Context: an optimization exercise on an open-source flow, tuned for small area and a short achievable clock period. The choices shown serve that exercise and are no tape-out recipe.
In this exercise RTL edits were held to simulation tests only and were not proved equivalent to the original.
Power and IR drop assume default switching activity.

Setup of job 101:
// execute_top
module execute_top
(
    input  wire logic              i_clk,
    input  wire logic              i_rst,
    input  wire logic              i_flush,
    input  wire logic [DATA_W-1:0] i_pc,
    input  wire logic [DATA_W-1:0] i_rs_data,
    input  wire logic [DATA_W-1:0] i_rt_data,
    input  wire logic [DATA_W-1:0] i_imm,        
    input  wire logic [REG_W-1:0]  i_rt,
    input  wire logic [REG_W-1:0]  i_rd,
    input  wire logic [WB_W-1:0]   i_wb_ctrl,
    input  wire logic [MEM_W-1:0]  i_mem_ctrl,
    input  wire logic [5:0]        i_ex_ctrl,    
    output logic      [DATA_W-1:0] o_alu_result,
    output logic                   o_alu_zero,
    output logic      [DATA_W-1:0] o_write_data,
    output logic      [REG_W-1:0]  o_write_reg,
    output logic      [WB_W-1:0]   o_wb_ctrl,
    output logic      [MEM_W-1:0]  o_mem_ctrl,
    output logic      [DATA_W-1:0] o_pc_branch
);
    logic [DATA_W-1:0] s1_p, s1_g;
    logic              s1_cin, s1_slt, s1_shl, s1_shr, s1_fill;
    logic [2:0]        s1_shamt_lo;
    logic [REG_W-1:0]  s1_write_reg;
    logic [WB_W-1:0]   s1_wb_ctrl;
  ...
Size: about 14000 um2 of cells after synthesis.
Settings: LEC_CHECK=0, CAP_MARGIN=20, CORE_MARGIN=2, CORE_UTILIZATION=55, CTS_CLUSTER_DIAMETER=100, CTS_CLUSTER_SIZE=24, SETUP_SLACK_MARGIN=3.1, SLEW_MARGIN=20; clock period 6.0 ns.
standard.sh (not shown) runs the stock make flow with config.mk's settings and CLKGATE_MAP_FILE= SYNTH_SCRIPT=/design/flow/synth_recipe.tcl, a recipe that flattens the netlist after the stock synthesis.
==> flow/flow/run.sh <==
#!/bin/bash
# The standard layout (the standard.sh: standard synthesis, floorplan,
# placement, CTS, routing), with one change: the buffers placed on the
# ports are the platform's smallest plain buffer, sky130_fd_sc_hd__buf_1,
# instead of the resizer's default pick (a 10 um2 delay buffer). Timing
# repair still upsizes any port buffer on a critical path.
set -euo pipefail
export BUFFER_PORTS_ARGS="-buffer_cell sky130_fd_sc_hd__buf_1"
bash standard.sh > standard.log 2>&1
Job 101 completed end to end with timing, DRC and antenna clean.
Edits applied to the flow inputs when going from job 101 to job 102:
Settings: SETUP_SLACK_MARGIN: 3.1 -> 3.35; CORE_UTILIZATION: 55 -> 40.
Results
Relative to job 101, via count increased by about 4.4% in job 102.
Job 102 finished every stage and its layout cleared the timing, DRC and antenna checks.
When job 102 is set beside job 101, its area overhead of the layout relative to synthesis turns out to be 11 points larger.
Lower number of buffers created by CTS among job 102 and job 101: job 101
Total power of the final layout in job 102 is about 5% above job 101.
Side by side, worst hold slack turned out higher in job 102 than in job 101.
Job 102: share of power burned in the clock network is 0.3 points higher than what job 101 reported.
Against job 101, job 102 comes in about 40% higher on core area.
In terms of total number of multi-input combinational cells, job 101 and job 102 differ only marginally.
Job 102 vs. job 101: final setup slack of the worst path climbed 180 ps; filler-free cell count of the finished design climbed 203; worst setup slack before clock tree synthesis climbed 130 ps.
## Diff of input files: job 103 against job 102
Settings: changing SETUP_SLACK_MARGIN from 3.35 to 3.2; changing CORE_UTILIZATION from 40 to 55.
--- outcome ---
- Total power divided by cell area: higher on job 103
- In summary, job 103 completed successfully, with a layout that passed the timing, DRC and antenna checks.
- Comparing met3 usage for job 102 and job 103, the smaller number came from job 102.
- Largest fanout on the critical path, job 102 and job 103, higher one = job 103.
- Final-layout clock-cell area share delta (job 102 -> job 103): insignificant
- Buffer and inverter count on the worst path, job 102 and job 103: higher on job 102
- Of job 102 and job 103, the lower quantity of gates resized following cts belongs to job 103.
- Job 103 vs job 102, clock group share of total power went down by 0.5 points.
- Setup slack: higher on job 102
- Power in combinational cells in job 103 is about 9% lower than in job 102
- Looking only at combinational share of power, and setting everything else aside, the lower value of job 102 and job 103 goes to job 103.
- Post-route fraction of the period consumed by the critical path is lower on job 102

* * *

Setup of red:
Starting RTL as in the previous note.
// execute_top
module execute_top
(
    input  wire logic              i_clk,
    input  wire logic              i_rst,
    input  wire logic              i_flush,
    input  wire logic [DATA_W-1:0] i_pc,
    input  wire logic [DATA_W-1:0] i_rs_data,
    input  wire logic [DATA_W-1:0] i_rt_data,
    input  wire logic [DATA_W-1:0] i_imm,        
    input  wire logic [REG_W-1:0]  i_rt,
    input  wire logic [REG_W-1:0]  i_rd,
    input  wire logic [WB_W-1:0]   i_wb_ctrl,
    input  wire logic [MEM_W-1:0]  i_mem_ctrl,
    input  wire logic [5:0]        i_ex_ctrl,    
    output logic      [DATA_W-1:0] o_alu_result,
    output logic                   o_alu_zero,
    output logic      [DATA_W-1:0] o_write_data,
    output logic      [REG_W-1:0]  o_write_reg,
    output logic      [WB_W-1:0]   o_wb_ctrl,
    output logic      [MEM_W-1:0]  o_mem_ctrl,
    output logic      [DATA_W-1:0] o_pc_branch
);
    logic [DATA_W-1:0] s1_p, s1_g;
    logic              s1_cin, s1_slt, s1_shl, s1_shr, s1_fill;
    logic [2:0]        s1_shamt_lo;
    logic [REG_W-1:0]  s1_write_reg;
    logic [WB_W-1:0]   s1_wb_ctrl;
    logic [MEM_W-1:0]  s1_mem_ctrl;
    logic [29:0]       s1_pcb_sum;
    logic [1:0]        s1_pcb_co;
    logic              idex_rst_flag;
    logic [DATA_W-1:0] idex_p, idex_g, idex_rt_data;
    logic              idex_cin, idex_slt, idex_shl, idex_shr, idex_fill;
    logic [2:0]        idex_shamt_lo;
    logic [REG_W-1:0]  idex_write_reg;
    logic [WB_W-1:0]   idex_wb_ctrl;
    logic [MEM_W-1:0]  idex_mem_ctrl;
    logic [1:0]        idex_pc_lo;
    logic [29:0]       idex_pcb_sum;
    logic [1:0]        idex_pcb_co;
    logic [1:0]        pcb_cin;
    logic [DATA_W-1:0] ex_sum, ex_pc_branch;
    logic              ex_slt_bit, ex_zero;
    execute_stage u_execute_stage (
        .i_flush     (i_flush),
        .i_pc        (i_pc),
        .i_rs_data   (i_rs_data),
        .i_rt_data   (i_rt_data),
        .i_imm       (i_imm),
        .i_rt        (i_rt),
        .i_rd        (i_rd),
        .i_wb_ctrl   (i_wb_ctrl),
  ...
==> flow/config.mk <==
export PLATFORM = sky130hd
export DESIGN_NAME = execute_top
export DESIGN_NICKNAME = execute_top
export VERILOG_FILES = /design/flow/design.v
export SDC_FILE = /design/flow/constraint.sdc
export NUM_CORES = 4
export LEC_CHECK = 0
export CAP_MARGIN = 20
export CORE_MARGIN = 2
export CORE_UTILIZATION = 62
export CTS_CLUSTER_DIAMETER = 100
export CTS_CLUSTER_SIZE = 24
export SETUP_SLACK_MARGIN = 3.2
export SLEW_MARGIN = 20
==> flow/constraint.sdc <==
create_clock -name core_clock -period 6.0 [get_ports {i_clk}]
set_input_delay 1.2000 -clock core_clock [delete_from_list [all_inputs] [get_ports {i_clk}]]
set_output_delay 1.2000 -clock core_clock [all_outputs]
set_load 0.01 [all_outputs]
Scripts as last shown in full above: flow/flow/run.sh
Relative to red, the following input files were edited for blue:
Settings: changing CORE_UTILIZATION from 62 to 40.
--- outcome ---
- red and blue ended up with roughly the same fraction of final layout cells with drive strength greater than 1.
- Sequential portion of the cell area in blue is 0.83 points below red.
- For blue, the slowest cell on the critical path was maj3_2, unlike red, where it was o21a_1.
- | synthesis-to-finish area growth | blue vs red | 3.0 points higher |
- In the metrics for red and blue, the one carrying the higher critical path depth is red.
- Cmp red and blue / proportion of power drawn by combinational gates / lower: blue
- Global-route total usage across every layer (blue over red): decrease, 11 points
- Relative to red, global-route wire length before repair has gone up in blue.
- Relative to red, the final cell area reported for blue is higher.
- Largest stage delay on the critical path for blue: 170 ps up relative to red

port drivers added, routing unchanged:
In the flow no input, the clock included, has a driving cell. The finished layouts below were timed again as built, in two steps. Step 1 assumes that a clkbuf_16 drives the clock port and a buf_2 every other input. Step 2 times the ports against the registers' clock, not the clock port: input delays grow and output delays shrink by t, the midpoint of the rising clock arrivals with the driver on. a / b / c = no drivers / after step 1 / after step 2; a / b = the first two.
| run | t, ns | slack for setup (ns) | slew at the worst register clock pin (ns) | pins driven straight from the clock port |
|---|---|---|---|---|
| job 101 | 0.551 | 3.093 / 3.112 / 2.572 | 0.10 / 0.10 | 1 |
| job 102 | 0.552 | 3.274 / 3.294 / 2.741 | 0.10 / 0.10 | 1 |
| job 103 | 0.550 | 3.197 / 3.185 / 2.635 | 0.10 / 0.10 | 1 |
| red | 0.547 | 3.138 / 3.152 / 2.605 | 0.11 / 0.11 | 1 |
| blue | 0.564 | 3.189 / 3.214 / 2.650 | 0.11 / 0.11 | 1 |
After both steps every run listed still meets setup and hold. The setup slack of job 103, which loses most, moves by -0.012 ns with the drivers and by -0.562 ns with both steps.
